Context: an optimization exercise on an open-source flow, tuned for small area. The choices shown serve that exercise and are no tape-out recipe.
Only simulation tests tie the RTL to the original design; equivalence was not proved.

Setup of run a:
// servoRegSystem
module servoRegSystem #(
	parameter int unsigned PERIOD_CYCLES = 500000,
	parameter int unsigned PULSE_BASE = 25000,
	parameter int unsigned PULSE_STEP = 6250,
	parameter int unsigned TICK_DIVIDE = 500
) (
	input logic clock,
	input logic rstN,
	input logic writeEnable,
	input logic clearRegs,
	input servoRegPkg::regAddrT writeAddr,
	input servoRegPkg::regAddrT readAddrA,
	input servoRegPkg::regAddrT readAddrB,
	input servoRegPkg::dataT writeData,
	input servoRegPkg::adcSampleT adcSample,
	input logic rest,
	input logic active,
	output servoRegPkg::dataT readDataA,
	output servoRegPkg::dataT readDataB,
	output logic servoOut,
	output servoRegPkg::displayT displayWord
);
	logic adcReady;
	servoRegPkg::servoCaseT servoCase;
	ioRegFile ioRegFile_inst (
		.clock(clock),
		.rstN(rstN),
		.writeEnable(writeEnable),
		.clearRegs(clearRegs),
		.writeAddr(writeAddr),
		.readAddrA(readAddrA),
		.readAddrB(readAddrB),
		.writeData(writeData),
		.adcSample(adcSample),
		.rest(rest),
		.active(active),
		.adcReady(adcReady),
		.readDataA(readDataA),
		.readDataB(readDataB),
		.servoCase(servoCase),
		.displayWord(displayWord)
	);
	logic frameStart;
	logic [10:0] frameHi;
	servoPwm servoPwm_inst (
		.clock(clock),
		.rstN(rstN),
		.frameStart(frameStart),
		.hi(frameHi),
		.servoCase(servoCase),
		.servoOut(servoOut)
	);
	sampleTick sampleTick_inst (
		.clock(clock),
		.rstN(rstN),
		.adcReady(adcReady),
		.frameStart(frameStart),
		.hi(frameHi)
	);
endmodule
Size: ~3300 cells after synthesis, roughly 930 flip-flops, ~140 I/O pins, about 0.038 sq mm of cells after synthesis.
==> flow/config.mk <==
export PLATFORM = sky130hd
export DESIGN_NAME = servoRegSystem
export DESIGN_NICKNAME = servoRegSystem
export VERILOG_FILES = /design/flow/design.v
export SDC_FILE = /design/flow/constraint.sdc
export NUM_CORES = 4
export LEC_CHECK = 0
export CAP_MARGIN = 20
export CORE_MARGIN = 2
export CORE_UTILIZATION = 65
export SLEW_MARGIN = 20
export SYNTH_HIERARCHICAL = 1
export SYNTH_MINIMUM_KEEP_SIZE = 0
==> flow/constraint.sdc <==
create_clock -name core_clock -period 10.0 [get_ports {clock}]
set_input_delay 2.0000 -clock core_clock [delete_from_list [all_inputs] [get_ports {clock}]]
set_output_delay 2.0000 -clock core_clock [all_outputs]
set_load 0.01 [all_outputs]
standard.sh (not shown) runs the stock make flow with config.mk's settings and CLKGATE_MAP_FILE= SYNTH_SCRIPT=/design/flow/synth_recipe.tcl, a recipe that flattens the netlist after the stock synthesis.
==> flow/flow/run.sh <==
#!/bin/bash
# Standard ORFS layout (the standard.sh, standard synthesis unchanged) with four
# changes: after floorplan, combinational cells go to their smallest drive strength
# (flow/downsize.tcl; later repair upsizes or buffers where needed); port buffers are buf_1
# instead of the default pick; timing-driven global placement does not keep the buffers
# its early repair_design adds (the repair after placement sizes nets on the final
# placement instead); and clock tree synthesis uses clkbuf_8 with larger sink clusters and
# no dummy loads. Each ORFS step keeps its own log under orfs/logs; make's
# output goes to make_synth.log and make_layout.log here.
set -euo pipefail
HERE=$(pwd)
CTS="-sink_clustering_enable -repair_clock_nets -dont_use_dummy_load -buf_list sky130_fd_sc_hd__clkbuf_8 -sink_clustering_size 16 -sink_clustering_max_diameter 60"
bash standard.sh synth > make_synth.log 2>&1
bash standard.sh \
	"POST_FLOORPLAN_TCL=$HERE/flow/downsize.tcl" \
	"CTS_ARGS=$CTS" \
	"BUFFER_PORTS_ARGS=-buffer_cell sky130_fd_sc_hd__buf_1" \
	GPL_KEEP_OVERFLOW=0 \
	finish > make_layout.log 2>&1
==> flow/flow/downsize.tcl <==
# Before placement: put each combinational cell on the smallest-area variant of its own
# function (same name stem, other drive strength; the strongest of those if several have
# that area); placement's and later repair_design
# upsize or buffer again where slew, capacitance or timing need it. Flip-flops keep their
# cells.
set swapped 0
set saved 0.0
foreach inst [get_cells *] {
  set ref [get_property $inst ref_name]
  if {![regexp {^sky130_fd_sc_hd__([a-z0-9]+)_([0-9]+)$} $ref -> stem drive]} { continue }
  if {[regexp {^(df|edf|sdf|dl|tap|fill|decap|conb|clk)} $stem]} { continue }
  set cur [get_lib_cells */$ref]
  set best $cur
  set best_area [get_property $cur area]
  set best_drive $drive
  foreach cand [get_lib_cells */sky130_fd_sc_hd__${stem}_*] {
    set cname [get_property $cand name]
    if {![regexp "^sky130_fd_sc_hd__${stem}_(\[0-9\]+)\$" $cname -> cdrive]} { continue }
    if {[get_property $cand dont_use]} { continue }
    set a [get_property $cand area]
    if {$a < $best_area - 1e-6 || (abs($a - $best_area) < 1e-6 && $cdrive > $best_drive)} {
      set best $cand; set best_area $a; set best_drive $cdrive
    }
  }
  if {[get_property $best name] ne $ref} {
    set saved [expr {$saved + [get_property $cur area] - $best_area}]
    replace_cell $inst $best
    incr swapped
  }
}
puts "downsize.tcl: swapped $swapped cells, [format %.1f $saved] um2 less"
Having completed the whole flow, run a delivered a layout that passed the timing, design-rule and antenna checks.
[inputs] run b vs run a
- a change of CORE_UTILIZATION from 65 to 55
==> flow/flow/run.sh <==
#!/bin/bash
# Standard ORFS layout (the standard.sh, standard synthesis unchanged) with three
# changes: after floorplan, combinational cells go to their smallest drive strength
# (flow/downsize.tcl; later repair upsizes or buffers where needed); port buffers are buf_1
# instead of the default pick; and clock tree synthesis uses clkbuf_8 with larger sink
# clusters and no dummy loads. Each ORFS step keeps its own log under orfs/logs; make's
# output goes to make_synth.log and make_layout.log here.
set -euo pipefail
HERE=$(pwd)
CTS="-sink_clustering_enable -repair_clock_nets -dont_use_dummy_load -buf_list sky130_fd_sc_hd__clkbuf_8 -sink_clustering_size 14 -sink_clustering_max_diameter 100"
bash standard.sh synth > make_synth.log 2>&1
bash standard.sh \
	"POST_FLOORPLAN_TCL=$HERE/flow/downsize.tcl" \
	"CTS_ARGS=$CTS" \
	"BUFFER_PORTS_ARGS=-buffer_cell sky130_fd_sc_hd__buf_1" \
	finish > make_layout.log 2>&1
==> run notes <==
- In terms of clock-pin slew on the worst setup and hold paths, run a and run b differ only marginally.
- Compared with run a, run b shows a lower initial standard-cell utilization of the core.
- Overall die area is higher on run b
- Between run a and run b, final cycle utilization of the critical path decreased.
- Relative to run a, the non-clock buffer count of run b is higher by 53.

re-timing with driven ports:
Ports are ideal in the flow. The routed layouts listed here were re-timed in OpenROAD. Step 1, drivers: a clkbuf_16 drives clock and a buf_2 each remaining input, both assumed. Step 2 moves the port delays by t, midway between the first and last clock arrival at a register: inputs arrive t later, outputs are due t later. That takes back most of the time a late clock gives input paths. Slacks: ideal / step 1 / step 2; pairs: ideal / step 1.
run	shift t [ns]	setup WS [ns]	worst setup path after step 2	latest minus earliest clock arrival (ns)	worst data-port slew with drivers (ns)
run a	0.759	2.647 / 2.623 / 2.623	input to output	0.074 / 0.074	0.08
run b	0.756	2.855 / 2.826 / 2.826	input to output	0.086 / 0.086	0.05
After both steps every run listed still meets setup and hold. For run b, which loses most, drivers alone change the setup slack by -0.029 ns; drivers and shift together by -0.029 ns.
